Context: an optimization exercise on an open-source flow, tuned for small area, a short achievable clock period and few clock cycles per item. The choices shown serve that exercise and are no tape-out recipe.
RTL that was checked went through simulation tests only; none was proved equivalent to the original.
Power and IR drop assume default switching activity.

run 1:
==> flow/design.v (excerpt) <==
module ack_retransmit_tracker #(
   parameter int SLOTS = art_pkg::SLOTS_DEFAULT
) (
   input  wire logic                   clock,
   input  wire logic                   reset,
   input  wire logic                   req_valid,
   output wire logic                   req_ready,
   input  wire logic [art_pkg::OP_W-1:0]        req_op,
   input  wire logic [art_pkg::SEQ_W-1:0]       req_seq,
   input  wire logic                   req_is_bye,
   output wire logic                   rsp_valid,
   input  wire logic                   rsp_ready,
   output wire logic [art_pkg::KIND_W-1:0]      rsp_kind,
   output wire logic [art_pkg::SLOT_W-1:0]      rsp_slot,
   output wire logic [art_pkg::SEQ_W-1:0]       rsp_seq_out,
   output wire logic [art_pkg::RETRY_W-1:0]     rsp_retry_count,
   output wire logic                   rsp_last,
   input  wire logic                   csr_valid,
   output wire logic                   csr_ready,
   input  wire logic [art_pkg::CSR_INDEX_W-1:0] csr_index,
   input  wire logic [art_pkg::CSR_DATA_W-1:0]  csr_data
);
==> flow/config.mk <==
export PLATFORM = sky130hd
export DESIGN_NAME = ack_retransmit_tracker
export DESIGN_NICKNAME = ack_retransmit_tracker
export VERILOG_FILES = /design/flow/design.v
export SDC_FILE = /design/flow/constraint.sdc
export NUM_CORES = 4
export LEC_CHECK = 0
export CAP_MARGIN = 20
export CORE_MARGIN = 2
export CORE_UTILIZATION = 40
export CTS_BUF_LIST = sky130_fd_sc_hd__clkbuf_8
export CTS_CLUSTER_DIAMETER = 50
export CTS_CLUSTER_SIZE = 20
export PLACE_DENSITY = 0.5
export SETUP_SLACK_MARGIN = 3.5
export SLEW_MARGIN = 20
==> flow/constraint.sdc <==
create_clock -name core_clock -period 7.0 [get_ports {clock}]
set_input_delay 1.4000 -clock core_clock [delete_from_list [all_inputs] [get_ports {clock}]]
set_output_delay 1.4000 -clock core_clock [all_outputs]
set_load 0.01 [all_outputs]
run.sh (not shown) runs the stock make flow with config.mk's settings and CLKGATE_MAP_FILE= SYNTH_SCRIPT=/design/flow/synth_recipe.tcl, a recipe that flattens the netlist after the stock synthesis.
Run 1 | stages: all done | timing, DRC, antenna: all pass
Testbench counts of run 1, summed over its fixed seeds: cycles 4,882, items 3,200.
## Diff of input files: run 2 against run 1
--- a/flow/design.v
+++ b/flow/design.v
@@ -138,22 +138,23 @@
    logic [GW-1:0]    cref;
    logic [SLOTS-1:0] ge;
    always_comb begin
       cref = chk_ff ? {!g_ff[GW-1], g_ff[GW-2:0]} : tp_ff;
       for (int i = 0; i < SLOTS; i++) begin
          ge[i] = (cref[GW-1] ^ stp_ff[i][GW-1]) ^ geq(cref[GW-2:0], stp_ff[i][GW-2:0]);
       end
    end
+   logic [SLOTS-1:0] eqr_ff;
    logic [SLOTS-1:0] rc, bh, eq, nobye;
    always_comb begin
       for (int i = 0; i < SLOTS; i++) begin
          rc[i] = pend_ff[i] && due_ff[i] && !exh_ff[i];
          bh[i] = byef_ff[i] && (!pend_ff[i] || exh_ff[i]);
-         eq[i] = pend_ff[i] && (seq_ff[i] == rq_seq);
+         eq[i] = pend_ff[i] && eqr_ff[i];
       end
       nobye[0] = !bh[0];
       for (int i = 1; i < SLOTS; i++) nobye[i] = nobye[i-1] && !bh[i];
    end
    logic [SLOTS-1:0] f_free, f_match, f_tick, f_bye, f_rm, rmask;
    assign f_free  = lowest(~pend_ff);
    assign f_match = lowest(eq);
    assign f_tick  = lowest(rc | bh);
@@ -223,20 +224,19 @@
    always_comb begin
       emit1    = 1'b0;
       consume  = 1'b0;
       tk_start = 1'b0;
       send_we  = 1'b0;
       conf_we  = 1'b0;
       if (tk_ff) begin
          emit1   = s1_free;
-         consume = s1_free && !rm_nz;
       end else if (go) begin
          emit1   = halted_ff || (rq_op != art_pkg::OP_UNUSED);
-         consume = halted_ff || (rq_op != art_pkg::OP_TICK) || !tk_retx;
+         consume = 1'b1;
          if (!halted_ff) begin
             send_we  = (rq_op == art_pkg::OP_SEND) && (f_free != '0);
             conf_we  = (rq_op == art_pkg::OP_CONFIRM) && (f_match != '0);
             tk_start = (rq_op == art_pkg::OP_TICK);
          end
       end
    end
    assign req_ready = !sk_v;
@@ -295,22 +295,23 @@
          end else if (accept) begin
             sk_v <= 1'b1;
          end
          if (emit1)      d1_v <= 1'b1;
          else if (s2_go) d1_v <= 1'b0;
          if (s2_go)          rsp_valid_ff <= 1'b1;
          else if (rsp_ready) rsp_valid_ff <= 1'b0;
          if (csr_to) begin
-            tp_ff  <= g_ff + GW'(1) - GW'(csr_data);
+            tp_ff  <= {1'b1, ~csr_data};    
             d0_ff  <= (csr_data <= AW'(1));
             chk_ff <= 1'b1;
             fix_ff <= 1'b1;
          end else if (chk_ff) begin
             chk_ff <= 1'b0;
+            if (fix_ff) tp_ff <= tp_ff + g_ff + GW'(2);    
          end else if (fix_ff) begin
             fix_ff <= 1'b0;
             tp_ff  <= tp_ff + GW'(1);
          end else if (tk_start) begin
             tp_ff  <= tp_ff + GW'(1);
             if (g_ff[AW-1:0] == '1) chk_ff <= 1'b1;
          end
          if (csr_mx) begin
@@ -323,29 +324,34 @@
             wk_ff <= (pend_ff != '0);
          end else if (wk_ff && (rm_ff & ~f_rm) == '0) begin
             wk_ff <= 1'b0;
          end
          wk1_ff <= wk_ff && !csr_mx;
          if (tk_start) begin
             tk_ff <= tk_retx;
             if (bh != '0) halted_ff <= 1'b1;
-         end else if (tk_ff && consume) begin
+         end else if (tk_ff && emit1 && !rm_nz) begin
             tk_ff <= 1'b0;
          end
          for (int i = 0; i < SLOTS; i++) begin
             if (send_we && f_free[i]) begin
                pend_ff[i] <= 1'b1;
                byef_ff[i] <= rq_bye;
             end
             if (conf_we && f_match[i]) pend_ff[i] <= 1'b0;
          end
       end
    end
+   logic [SW-1:0] rqn_seq;
+   assign rqn_seq = (!rq_v || consume) ? (sk_v ? sk_seq : req_seq) : rq_seq;
    always_ff @(posedge clock) begin
+      for (int i = 0; i < SLOTS; i++) begin
+         eqr_ff[i] <= (send_we && f_free[i]) ? (rq_seq == rqn_seq) : (seq_ff[i] == rqn_seq);
+      end
       if (!rq_v || consume) begin
          if (sk_v) begin
             rq_op  <= sk_op;
             rq_seq <= sk_seq;
             rq_bye <= sk_bye;
          end else begin
             rq_op  <= req_op;
             rq_seq <= req_seq;
Per the comparison of run 2 with run 1, multiplexer share of the synthesized area shows a reduction of 0.23 points; mean area per synthesized cell shows a reduction of 0.41 µm²; cell internal power dissipation shows an increase of about 4%.
Going from run 1 to run 2, total power grows by about 5.7%.
The run showing the smaller sum of routed wire length over all layers is run 1.
The lower worst path setup slack after routing of run 2 and run 1 is in run 1.
Between run 2 and run 1, the number of buffers other than clock buffers in the final layout is lower for run 1.
Compared with run 1, run 2 shows a higher TritonCTS sink count.
Diff run 1..run 2 | endpoint arrival time on the critical path | negligible
The cell count in run 2 sits 4.5% above the value recorded for run 1.
Reported sequential group power for run 2: about 2% up relative to run 1
[run 2 vs run 1] post-cts resize count: higher in run 2
Run 2 reports its critical-path cell with the highest stage delay as sky130_fd_sc_hd__a221oi_1 while run 1 reports sky130_fd_sc_hd__or4_4.
On number of buffers and inverters on the critical path: between run 2 and run 1, it ends up lower for run 2.
Against run 1, maximum frequency in run 2 rose slightly.
No functional check of the RTL was part of run 2.

what the ideal ports hide:
No port has a modelled driver above. Below, the same layouts with a new extraction and two added sets of constraints.
Step 1, drivers: a clkbuf_16 drives clock and a buf_2 each remaining input, both assumed.
Step 2 also shifts input and output timing later by t, the mid clock arrival at the registers, as if the neighbouring blocks saw the same clock.
Three values: ideal ports, drivers, drivers and shift; two values: the first two.
run | t (ns) | setup slack, ns | worst setup path at the end
run 1 | 0.896 | 3.433 / 3.475 / 2.579 | input to register
run 2 | 0.936 | 3.491 / 3.491 / 2.618 | input to register
After both steps every run listed still meets setup and hold. The setup slack of run 2, which loses most, moves by 0.000 ns with the drivers and by -0.873 ns with both steps.
